This is an optimization exercise on Yosys and OpenROAD, whose aim is small area, a short achievable clock period and few clock cycles per item, not a production implementation.
The RTL was checked by simulation tests, not by an equivalence proof against the original design.

[constraint.sdc]
create_clock -name core_clock -period 10.0 [get_ports {clk_i}]
set_input_delay 2.0000 -clock core_clock [delete_from_list [all_inputs] [get_ports {clk_i}]]
set_output_delay 2.0000 -clock core_clock [all_outputs]
set_load 0.01 [all_outputs]
[config.mk]
export PLATFORM = sky130hd
export DESIGN_NAME = modred_top
export DESIGN_NICKNAME = modred_top
export VERILOG_FILES = /design/flow/design.v
export SDC_FILE = /design/flow/constraint.sdc
export NUM_CORES = 4
export LEC_CHECK = 0
export CAP_MARGIN = 20
export CORE_MARGIN = 2
export CORE_UTILIZATION = 40
export SLEW_MARGIN = 20
[run.sh]
#!/bin/bash
# synth_recipe.tcl (not shown) runs the flow's synth.tcl, then flattens the netlist and writes it again
# the make line also repeats each setting of config.mk as NAME=value (left out here)
make -C /OpenROAD-flow-scripts/flow DESIGN_CONFIG=/design/flow/config.mk WORK_HOME=/design/flow/orfs CLKGATE_MAP_FILE= SYNTH_SCRIPT=/design/flow/synth_recipe.tcl finish
[design.v]
package modred_pkg;
  typedef logic [32-1:0] word_t;
  typedef enum logic {
    MOD_MERSENNE = 1'b0,   
    MOD_FERMAT   = 1'b1    
  } mod_kind_e;
  typedef enum logic [2:0] {
    IDLE,
    FETCH,
    LOAD,
    FOLD,
    ADJUST,
    STORE,
    DONE
  } eng_state_e;
endpackage
`timescale 1ns/1ns
module modred_shared_mem (
  input  logic                                   clk_i,
  input  logic                                   rst_ni,
  input  logic [3-1:0]                 req_i,
  input  logic [3-1:0]                 we_i,
  input  logic [3-1:0][6-1:0] addr_i,
  input  logic [3-1:0][32-1:0] wdata_i,
  output logic [3-1:0]                 gnt_o,
  output modred_pkg::word_t                      rdata_o,
  output logic [3-1:0]                 rvalid_o
);
  localparam int IDX_W = $clog2(3);
  logic [IDX_W-1:0]       rr_ptr_q;
  logic [IDX_W-1:0]       win_idx;
  logic                   any_gnt;
  modred_pkg::word_t                  mem_q [0:64-1];
  modred_pkg::word_t                  rdata_q;
  logic [3-1:0] rvalid_q;
  always_comb begin
    int cand;
    gnt_o   = '0;
    win_idx = rr_ptr_q;
    any_gnt = 1'b0;
    for (int i = 0; i < 3; i++) begin
      cand = (int'(rr_ptr_q) + i) % 3;
      if (!any_gnt && req_i[cand]) begin
        any_gnt = 1'b1;
        win_idx = IDX_W'(cand);
      end
    end
    if (any_gnt) begin
      gnt_o[win_idx] = 1'b1;
    end
  end
  always_ff @(posedge clk_i or negedge rst_ni) begin
    if (!rst_ni) begin
      rr_ptr_q <= '0;
      rvalid_q <= '0;
    end else begin
      if (any_gnt) begin
        rr_ptr_q <= (win_idx == IDX_W'(3 - 1)) ? '0 : win_idx + 1'b1;
      end
      rvalid_q <= (any_gnt && !we_i[win_idx]) ? gnt_o : '0;   
    end
  end
  always_ff @(posedge clk_i) begin
    if (any_gnt) begin
      if (we_i[win_idx]) begin
        mem_q[addr_i[win_idx]] <= wdata_i[win_idx];
      end else begin
        rdata_q <= mem_q[addr_i[win_idx]];
      end
    end
  end
  assign rdata_o  = rdata_q;
  assign rvalid_o = rvalid_q;
endmodule
`timescale 1ns/1ns
module modred_engine (
  input  logic                  clk_i,
  input  logic                  rst_ni,
  input  logic                  start_i,
  input  logic [4:0]            k_i,
  input  modred_pkg::mod_kind_e kind_i,
  input  logic [6-1:0] base_i,
  input  logic [8:0]            count_i,
  output logic                  busy_o,
  output logic                  mem_req_o,
  output logic                  mem_we_o,
  output logic [6-1:0] mem_addr_o,
  output modred_pkg::word_t     mem_wdata_o,
  input  logic                  mem_gnt_i,
  input  logic                  mem_rvalid_i,
  input  modred_pkg::word_t     mem_rdata_i
);
  localparam int ACC_W = 32 + 2;   
  modred_pkg::eng_state_e              state_q;
  modred_pkg::eng_state_e              state_d;
  logic [4:0]              k_q;
  modred_pkg::mod_kind_e               kind_q;
  logic [6-1:0]   addr_q;
  logic [8:0]              remain_q;
  logic [5:0]              pos_q;
  logic [5:0]              pos_next;
  logic                    neg_q;
  modred_pkg::word_t                   shreg_q;
  modred_pkg::word_t                   chunk_mask;
  modred_pkg::word_t                   chunk;
  logic signed [ACC_W-1:0] acc_q;
  logic signed [ACC_W-1:0] chunk_ext;
  logic signed [ACC_W-1:0] pow_k;
  logic signed [ACC_W-1:0] mod_m;
  logic                    fold_last;
  logic                    acc_neg;
  logic                    acc_high;
  assign pow_k = ACC_W'(1) << k_q;
  assign mod_m = (kind_q == modred_pkg::MOD_FERMAT) ? pow_k + ACC_W'(1) : pow_k - ACC_W'(1);
  assign chunk_mask = ~({32{1'b1}} << k_q);
  assign chunk      = shreg_q & chunk_mask;
  assign chunk_ext  = {{(ACC_W - 32){1'b0}}, chunk};
  assign pos_next  = pos_q + 6'(k_q);
  assign fold_last = pos_next >= 6'(32);   
  assign acc_neg  = acc_q[ACC_W-1];
  assign acc_high = !acc_neg && (acc_q >= mod_m);
  always_comb begin
    state_d = state_q;
    case (state_q)
      modred_pkg::IDLE: begin
        if (start_i) begin
          state_d = (count_i == '0) ? modred_pkg::DONE : modred_pkg::FETCH;
        end
      end
      modred_pkg::FETCH: begin
        if (mem_gnt_i) begin
          state_d = modred_pkg::LOAD;
        end
      end
      modred_pkg::LOAD: begin
        if (mem_rvalid_i) begin
          state_d = modred_pkg::FOLD;
        end
      end
      modred_pkg::FOLD: begin
        if (fold_last) begin
          state_d = modred_pkg::ADJUST;
        end
      end
      modred_pkg::ADJUST: begin
        if (!acc_neg && !acc_high) begin
          state_d = modred_pkg::STORE;
        end
      end
      modred_pkg::STORE: begin
        if (mem_gnt_i) begin
          state_d = (remain_q == 9'd1) ? modred_pkg::DONE : modred_pkg::FETCH;
        end
      end
      modred_pkg::DONE: begin
        state_d = modred_pkg::IDLE;
      end
      default: begin
        state_d = modred_pkg::IDLE;
      end
    endcase
  end
  always_ff @(posedge clk_i or negedge rst_ni) begin
    if (!rst_ni) begin
      state_q  <= modred_pkg::IDLE;
      k_q      <= '0;
      kind_q   <= modred_pkg::MOD_MERSENNE;
      addr_q   <= '0;
      remain_q <= '0;
      pos_q    <= '0;
      neg_q    <= 1'b0;
    end else begin
      state_q <= state_d;
      if (state_q == modred_pkg::IDLE && start_i) begin
        k_q      <= k_i;
        kind_q   <= kind_i;
        addr_q   <= base_i;
        remain_q <= count_i;
      end
      if (state_q == modred_pkg::LOAD) begin
        pos_q <= '0;
        neg_q <= 1'b0;
      end
      if (state_q == modred_pkg::FOLD) begin
        pos_q <= pos_next;
        if (kind_q == modred_pkg::MOD_FERMAT) begin
          neg_q <= ~neg_q;   
        end
      end
      if (state_q == modred_pkg::STORE && mem_gnt_i) begin
        addr_q   <= addr_q + 1'b1;
        remain_q <= remain_q - 1'b1;
      end
    end
  end
  always_ff @(posedge clk_i) begin
    case (state_q)
      modred_pkg::LOAD: begin
        if (mem_rvalid_i) begin
          shreg_q <= mem_rdata_i;
          acc_q   <= '0;
        end
      end
      modred_pkg::FOLD: begin
        shreg_q <= shreg_q >> k_q;
        acc_q   <= neg_q ? acc_q - chunk_ext : acc_q + chunk_ext;
      end
      modred_pkg::ADJUST: begin
        if (acc_neg) begin
          acc_q <= acc_q + mod_m;
        end else if (acc_high) begin
          acc_q <= acc_q - mod_m;
        end
      end
      default: begin
      end
    endcase
  end
  assign busy_o      = (state_q != modred_pkg::IDLE);
  assign mem_req_o   = (state_q == modred_pkg::FETCH) || (state_q == modred_pkg::STORE);
  assign mem_we_o    = (state_q == modred_pkg::STORE);
  assign mem_addr_o  = addr_q;
  assign mem_wdata_o = acc_q[32-1:0];   
endmodule
`timescale 1ns/1ns
module modred_apb_regs (
  input  logic                  clk_i,
  input  logic                  rst_ni,
  input  logic                  psel_i,
  input  logic                  penable_i,
  input  logic                  pwrite_i,
  input  logic [11:0]           paddr_i,
  input  modred_pkg::word_t     pwdata_i,
  output modred_pkg::word_t     prdata_o,
  output logic                  pready_o,
  output logic                  pslverr_o,
  output logic                  mem_req_o,
  output logic                  mem_we_o,
  output logic [6-1:0] mem_addr_o,
  output modred_pkg::word_t     mem_wdata_o,
  input  logic                  mem_gnt_i,
  input  logic                  mem_rvalid_i,
  input  modred_pkg::word_t     mem_rdata_i,
  output logic                  eng0_start_o,
  output logic [4:0]            eng0_k_o,
  output modred_pkg::mod_kind_e eng0_kind_o,
  output logic [6-1:0] eng0_base_o,
  output logic [8:0]            eng0_count_o,
  input  logic                  eng0_busy_i,
  output logic                  eng1_start_o,
  output logic [4:0]            eng1_k_o,
  output modred_pkg::mod_kind_e eng1_kind_o,
  output logic [6-1:0] eng1_base_o,
  output logic [8:0]            eng1_count_o,
  input  logic                  eng1_busy_i
);
  localparam int         NUM_ENG   = 3 - 1;
  localparam logic [1:0] REG_CFG   = 2'd0;
  localparam logic [1:0] REG_BASE  = 2'd1;
  localparam logic [1:0] REG_COUNT = 2'd2;
  localparam logic [1:0] REG_CTRL  = 2'd3;
  typedef enum logic [1:0] {SETUP, WAIT_GNT, WAIT_DATA} apb_state_e;
  apb_state_e            state_q;
  apb_state_e            state_d;
  logic                  access;
  logic                  is_mem;
  logic                  is_reg;
  logic                  eng_sel;
  logic                  reg_err;
  logic                  reg_wr;
  logic [11:0]           reg_off;
  logic [11:0]           eng_idx;
  logic [1:0]            reg_sel;
  logic [4:0]            wr_k;
  modred_pkg::word_t                 reg_rdata;
  logic [4:0]            k_q     [0:NUM_ENG-1];
  modred_pkg::mod_kind_e             kind_q  [0:NUM_ENG-1];
  logic [6-1:0] base_q  [0:NUM_ENG-1];
  logic [8:0]            count_q [0:NUM_ENG-1];
  logic [NUM_ENG-1:0]    done_q;
  logic [NUM_ENG-1:0]    busy_q;
  logic [NUM_ENG-1:0]    busy;
  logic [NUM_ENG-1:0]    start;
  assign access  = psel_i & penable_i;
  assign reg_off = paddr_i - 12'('h400);
  assign eng_idx = reg_off / 12'('h10);
  assign is_mem  = paddr_i < 12'('h400);
  assign is_reg  = !is_mem && (eng_idx < 12'(NUM_ENG));
  assign eng_sel = eng_idx[0];
  assign reg_sel = reg_off[3:2];
  assign wr_k    = pwdata_i[4:0];
  assign busy    = {eng1_busy_i, eng0_busy_i};
  always_comb begin
    reg_err = 1'b0;
    if (!is_reg) begin
      reg_err = 1'b1;   
    end else if (pwrite_i && busy[eng_sel]) begin
      reg_err = 1'b1;
    end else if (pwrite_i && reg_sel == REG_CFG) begin
      reg_err = (wr_k < 5'(2)) || (wr_k > 5'(16)) ||
                (|pwdata_i[32-1:9]) || (|pwdata_i[7:5]);
    end
  end
  assign reg_wr = access && !is_mem && pwrite_i && !reg_err;
  always_comb begin
    for (int e = 0; e < NUM_ENG; e++) begin
      start[e] = reg_wr && (reg_sel == REG_CTRL) && pwdata_i[0] && (eng_sel == 1'(e));
    end
  end
  always_comb begin
    reg_rdata = '0;
    if (is_reg) begin
      case (reg_sel)
        REG_CFG:   reg_rdata = modred_pkg::word_t'({kind_q[eng_sel], 3'd0, k_q[eng_sel]});
        REG_BASE:  reg_rdata = modred_pkg::word_t'(base_q[eng_sel]);
        REG_COUNT: reg_rdata = modred_pkg::word_t'(count_q[eng_sel]);
        default:   reg_rdata = modred_pkg::word_t'({done_q[eng_sel] | (busy_q[eng_sel] & !busy[eng_sel]),
                                        busy[eng_sel]});   
      endcase
    end
  end
  always_comb begin
    state_d   = state_q;
    pready_o  = 1'b0;
    pslverr_o = 1'b0;
    prdata_o  = '0;
    mem_req_o = 1'b0;
    if (access && !is_mem) begin
      pready_o  = 1'b1;
      pslverr_o = reg_err;
      prdata_o  = pwrite_i ? '0 : reg_rdata;
    end else if (access) begin
      case (state_q)
        SETUP, WAIT_GNT: begin
          mem_req_o = 1'b1;
          if (mem_gnt_i) begin
            pready_o = pwrite_i;   
            state_d  = pwrite_i ? SETUP : WAIT_DATA;
          end else begin
            state_d = WAIT_GNT;
          end
        end
        WAIT_DATA: begin
          pready_o = mem_rvalid_i;
          prdata_o = mem_rdata_i;
          if (mem_rvalid_i) begin
            state_d = SETUP;
          end
        end
        default: begin
          state_d = SETUP;
        end
      endcase
    end
  end
  assign mem_we_o    = pwrite_i;
  assign mem_addr_o  = paddr_i[6+1:2];
  assign mem_wdata_o = pwdata_i;
  always_ff @(posedge clk_i or negedge rst_ni) begin
    if (!rst_ni) begin
      state_q <= SETUP;
      busy_q  <= '0;
      done_q  <= '0;
      for (int e = 0; e < NUM_ENG; e++) begin
        k_q[e]     <= '0;
        kind_q[e]  <= modred_pkg::MOD_MERSENNE;
        base_q[e]  <= '0;
        count_q[e] <= '0;
      end
    end else begin
      state_q <= state_d;
      busy_q  <= busy;
      for (int e = 0; e < NUM_ENG; e++) begin
        if (start[e]) begin
          done_q[e] <= 1'b0;
        end else if (busy_q[e] && !busy[e]) begin
          done_q[e] <= 1'b1;   
        end
        if (reg_wr && eng_sel == 1'(e)) begin
          case (reg_sel)
            REG_CFG: begin
              k_q[e]    <= wr_k;
              kind_q[e] <= modred_pkg::mod_kind_e'(pwdata_i[8]);
            end
            REG_BASE:  base_q[e]  <= pwdata_i[6-1:0];
            REG_COUNT: count_q[e] <= pwdata_i[8:0];
            default: begin
            end
          endcase
        end
      end
    end
  end
  assign eng0_start_o = start[0];
  assign eng0_k_o     = k_q[0];
  assign eng0_kind_o  = kind_q[0];
  assign eng0_base_o  = base_q[0];
  assign eng0_count_o = count_q[0];
  assign eng1_start_o = start[1];
  assign eng1_k_o     = k_q[1];
  assign eng1_kind_o  = kind_q[1];
  assign eng1_base_o  = base_q[1];
  assign eng1_count_o = count_q[1];
endmodule
`timescale 1ns/1ns
module modred_top (
  input  logic              clk_i,
  input  logic              rst_ni,
  input  logic              psel_i,
  input  logic              penable_i,
  input  logic              pwrite_i,
  input  logic [11:0]       paddr_i,
  input  modred_pkg::word_t pwdata_i,
  output modred_pkg::word_t prdata_o,
  output logic              pready_o,
  output logic              pslverr_o
);
  logic [3-1:0]                 req;
  logic [3-1:0]                 we;
  logic [3-1:0][6-1:0] addr;
  logic [3-1:0][32-1:0]         wdata;
  logic [3-1:0]                 gnt;
  logic [3-1:0]                 rvalid;
  modred_pkg::word_t                                  rdata;
  logic                  eng0_start, eng1_start;
  logic [4:0]            eng0_k, eng1_k;
  modred_pkg::mod_kind_e eng0_kind, eng1_kind;
  logic [6-1:0] eng0_base, eng1_base;
  logic [8:0]            eng0_count, eng1_count;
  logic                  eng0_busy, eng1_busy;
  modred_apb_regs u_regs (
    .clk_i        (clk_i),
    .rst_ni       (rst_ni),
    .psel_i       (psel_i),
    .penable_i    (penable_i),
    .pwrite_i     (pwrite_i),
    .paddr_i      (paddr_i),
    .pwdata_i     (pwdata_i),
    .prdata_o     (prdata_o),
    .pready_o     (pready_o),
    .pslverr_o    (pslverr_o),
    .mem_req_o    (req[0]),
    .mem_we_o     (we[0]),
    .mem_addr_o   (addr[0]),
    .mem_wdata_o  (wdata[0]),
    .mem_gnt_i    (gnt[0]),
    .mem_rvalid_i (rvalid[0]),
    .mem_rdata_i  (rdata),
    .eng0_start_o (eng0_start),
    .eng0_k_o     (eng0_k),
    .eng0_kind_o  (eng0_kind),
    .eng0_base_o  (eng0_base),
    .eng0_count_o (eng0_count),
    .eng0_busy_i  (eng0_busy),
    .eng1_start_o (eng1_start),
    .eng1_k_o     (eng1_k),
    .eng1_kind_o  (eng1_kind),
    .eng1_base_o  (eng1_base),
    .eng1_count_o (eng1_count),
    .eng1_busy_i  (eng1_busy)
  );
  modred_engine u_eng0 (
    .clk_i        (clk_i),
    .rst_ni       (rst_ni),
    .start_i      (eng0_start),
    .k_i          (eng0_k),
    .kind_i       (eng0_kind),
    .base_i       (eng0_base),
    .count_i      (eng0_count),
    .busy_o       (eng0_busy),
    .mem_req_o    (req[1]),
    .mem_we_o     (we[1]),
    .mem_addr_o   (addr[1]),
    .mem_wdata_o  (wdata[1]),
    .mem_gnt_i    (gnt[1]),
    .mem_rvalid_i (rvalid[1]),
    .mem_rdata_i  (rdata)
  );
  modred_engine u_eng1 (
    .clk_i        (clk_i),
    .rst_ni       (rst_ni),
    .start_i      (eng1_start),
    .k_i          (eng1_k),
    .kind_i       (eng1_kind),
    .base_i       (eng1_base),
    .count_i      (eng1_count),
    .busy_o       (eng1_busy),
    .mem_req_o    (req[2]),
    .mem_we_o     (we[2]),
    .mem_addr_o   (addr[2]),
    .mem_wdata_o  (wdata[2]),
    .mem_gnt_i    (gnt[2]),
    .mem_rvalid_i (rvalid[2]),
    .mem_rdata_i  (rdata)
  );
  modred_shared_mem u_mem (
    .clk_i    (clk_i),
    .rst_ni   (rst_ni),
    .req_i    (req),
    .we_i     (we),
    .addr_i   (addr),
    .wdata_i  (wdata),
    .gnt_o    (gnt),
    .rdata_o  (rdata),
    .rvalid_o (rvalid)
  );
endmodule
==> summary.md <==
| Metric | Value |
|---|---|
| Vias/cell | 6.33 |
| Critical Path End | u_eng0.acc_q[23]$_SDFFCE_PN0P_ |
| Vias | 76,500 |
| GRT Overall Usage | 0.271 |
| Initial core utilization | 0.401 |
| Syn. warnings | 7 |
| H-tree levels | 4 |
| # DRC | 0 |
| Critical setup path kind | reg2reg |
| Post-Syn Area per Cell | 13.1 um2 |
| Initial antenna violation count | 24 |
| TritonCTS clock tree | yes |
| Status | finished clean |
| CP max-delay cell | a2111oi_0 |
| Core area | 267,000 um2 |
| I/O pin total | 83 |
| R2R Setup Slk | 1.54 ns |
| Mapped Area | 107,000 um2 |
| Maximum root-to-sink buffer count | 3 |
| Port Buf Inserts | 80 |
| Clock insertion delay at the later pin of the skew report | 0.92 ns |
| Metal3 WL | 41.1 mm |
| GR Overflow Total | 0 |
| Post-DP Area | 114,000 um2 |
| Reg2reg start | u_eng0.k_q[0]$_DFFE_PN0P_ |
| Die Span Y | 522 um |
| Area of the multi-input gates | 35,700 um2 |
| Top_reg_cell synth | edfxtp_1 |
| Layout area overhead | 13.7% |
| Met2 wire length | 170 mm |
| DR iter-0 viols | 11,100 |
| Clk_skew | 0.104 ns |
| Worst Hold Class | reg2reg |
| Post-synthesis cell count | 8,172 |
| Pre-CTS worst setup slack | 1.69 ns |
| Metal1 wirelength | 148 mm |
| Share of flip-flops with an asynchronous set or reset | 0.0494 |
| Layout cell share with drive strength beyond 1 | 0.114 |
| Setup Total Neg Slack | 0 ns |
| Die Area | 273,000 um2 |
| # rows | 190 |
| Nets | 8,672 |
| FF+latch area | 69,300 um2 |
| Wire per inst | 31.5 um |
| Fin. Hold Viols | 0 |
| RSZ-0062 raised after global routing | false |
| Count of cell types in the netlist | 99 |
| Critical Path End Type | flip-flop |
| Leading cell type in the layout, fill and taps excluded | edfxtp_1 |
| Tcrit/Tclk final | 0.846 |
| Antenna Nets Post-Route | 0 |
| Startpoint Class | flip-flop |
| Clock Root Buffer | clkbuf_16 |
| Setup WS post-layout | 1.54 ns |
| CTS Hold Buffers Added | 0 |
| Critical Path AT | 8.94 ns |
| # fillers | 23,700 |
| Final Cell Area | 122,000 um2 |
| Crit Reg-Reg Endpoint | u_eng0.acc_q[23]$_SDFFCE_PN0P_ |
| Synth Register Bits | 2,327 |
| Worst slew pin tran | 1.23 ns |
| Post-CTS resize count | 0 |
| RD Place Congestion | 0.933 |
| First-pass GRT wire length | 534 mm |
| Setup Viol. Count Final | 0 |
| Max layer used | met5 |
| Seq/Total Area, Yosys | 0.646 |
| Clock Sinks | 2,327 |
| Post-CTS setup buffer count | 0 |
| Slew HR | 0.176 |
| Crit-path max cell delay | 0.68 ns |
| Commonest non-fill, non-tap cells in the layout | edfxtp_1, nand2_1, a21oi_1, nor2_1, o21ai_0 |
| WP data required | 10.47 ns |
| TritonCTS Buffers | 231 |
| Min cycle time layout | 8.46 ns |
| Slew Viols, Final | 0 |
| Die Wd | 522 um |
| Worst Setup SP | u_eng0.k_q[0]$_DFFE_PN0P_ |
| Reg clk slew, reported paths | 0.06 ns |
| R2R depth | 29 |
| Util after Layout | 0.457 |
| Total wire length | 381 mm |
| Pre-antenna DRT Iters | 11 |
| Vias in the first global route | 72,100 |
| Max-cap violations | 0 |
| Largest fanout on the critical path | 33 |
| Post-Syn Nets | 8,525 |
| Fmax | 118 MHz |
| EDFF count, synth | 2,212 |
| Hpwl dp | 240 mm |
| Largest net degree at the start of global routing | 105 |
[worst max-delay path: cells and delay by family (launching register included)]
family	cells	cell delay, ns
AO/OA/AOI/OAI	12	2.87
XOR/XNOR	1	0.23
adder cells (fa/ha/maj)	2	0.59
buffers and inverters	5	1.66
flip-flops	1	0.56
AND/OR/NAND/NOR	9	2.07
[stage by stage]
| stage | hold slack [ns] | cells |
|---|---|---|
| 2_1_floorplan | 0.445 | 8172 |
| 3_5_place_dp | 0.467 | 11600 |
| 3_3_place_gp | 0.458 | 11600 |
| 6_report | 0.483 | 12100 |
| 4_1_cts | 0.481 | 12100 |
| 5_1_grt | 0.520 | 12100 |
[routing by layer]
metal  up-vias  global-route usage
li1      32700                   -
met3       737              0.0634
met5         -                   0
met2      4483               0.415
met4        11               0.137
met1     38600               0.361
[cell families after synthesis]
kind of cell | Yosys count | synth area share
AOI/OAI and AO/OA | 2656 | 0.177
DFF | 2327 | 0.646
and+or+nand+nor | 1728 | 0.0736
buffers and inverters | 755 | 0.0284
adders and majority gates | 304 | 0.0361
xor gates and xnor gates | 235 | 0.0192
muxes | 167 | 0.0201
[how the worst min path moves through the flow]
| stage | slack (ns) | cells after the start | endpoint | startpoint |
|---|---|---|---|---|
| after global placement | 0.46 | 2 | u_eng1.pos_q[0]$_DFFE_PN0P_ | u_eng1.pos_q[0]$_DFFE_PN0P_ |
| final | 0.48 | 2 | u_eng0.pos_q[0]$_DFFE_PN0P_ | u_eng0.pos_q[0]$_DFFE_PN0P_ |
| after detailed placement | 0.47 | 2 | u_eng0.pos_q[0]$_DFFE_PN0P_ | u_eng0.pos_q[0]$_DFFE_PN0P_ |
| after CTS | 0.48 | 2 | u_eng0.pos_q[0]$_DFFE_PN0P_ | u_eng0.pos_q[0]$_DFFE_PN0P_ |
| after global routing | 0.52 | 2 | u_eng1.pos_q[4]$_DFFE_PN0P_ | u_eng1.pos_q[4]$_DFFE_PN0P_ |
| after floorplan | 0.45 | 2 | u_eng0.pos_q[0]$_DFFE_PN0P_ | u_eng0.pos_q[0]$_DFFE_PN0P_ |
[cell type report]
type	count	share of cell area
multi-input cells	5090	0.292
clock inverters	162	0.0165
inverters	260	0.00800
flip-flops and latches	2327	0.568
diodes	9	0.000184
repair buffers	409	0.0302
clock buffers	275	0.0491
well taps	3552	0.0364
[synth_stat cells (66+ instances only)]
library cell  instances  area share
a211oi_1             71      0.0050
a21o_1               80      0.0056
a21oi_1             526       0.025
a221o_1              66      0.0062
a221oi_1            290       0.024
a222oi_1            186       0.017
a22o_1              162       0.013
a22oi_1             209       0.015
a31oi_1              76      0.0044
buf_1                73      0.0026
buf_2               149      0.0069
clkbuf_1            266      0.0093
dfrtp_1             115       0.027
edfxtp_1           2212        0.62
ha_1                294       0.034
inv_1               255      0.0089
mux2_2               67      0.0070
mux2i_1              68      0.0063
nand2_1             588       0.021
nand3_1             125      0.0058
nor2_1              525       0.018
nor3_1              119      0.0055
o21ai_0             419       0.020
o22ai_1              70      0.0041
xnor2_1             140       0.011
xor2_1               95      0.0078
[state kept, by name (all words and copies together), names as in the netlist, 3 cells and up]
name,count
u_mem.rdata_q,32
u_mem.rvalid_q,3
u_eng1.acc_q,34
u_eng0.k_q,5
u_eng1.pos_q,6
u_eng1.k_q,5
u_regs.base_q,12
u_mem.mem_q,2048
u_eng1.addr_q,6
u_eng0.acc_q,34
u_eng1.shreg_q,32
u_eng0.shreg_q,32
u_eng0.state_q,3
u_regs.k_q,10
u_regs.count_q,18
u_eng0.pos_q,6
u_eng0.addr_q,6
u_eng1.remain_q,9
u_eng1.state_q,3
u_eng0.remain_q,9
Testbench counts, summed over its fixed seeds: cycles 35,104, words 5,120.

what the ideal ports hide:
The results above use ideal ports. As a check the final layout listed here was re-extracted and re-timed, cells and wires unchanged. Step 1: set_driving_cell puts a clkbuf_16 on clk_i and a buf_2 on each other input, an assumption about the parent block. Step 2, shift: input delay + t, output delay - t, t = (earliest + latest rising clock arrival at the registers) / 2. This alone moves slack from input paths to output paths. Slacks: no drivers / after step 1 / after step 2; pairs: no drivers / after step 1.
t (ns): 0.964
setup slack, ns: 1.537 / 1.537 / 1.537
hold WS [ns]: 0.483 / 0.483 / 0.483
worst data-port slew with drivers (ns): 0.04
After both steps setup and hold are still met in this run. For this run, drivers alone change the setup slack by 0.000 ns; drivers and shift together by 0.000 ns.
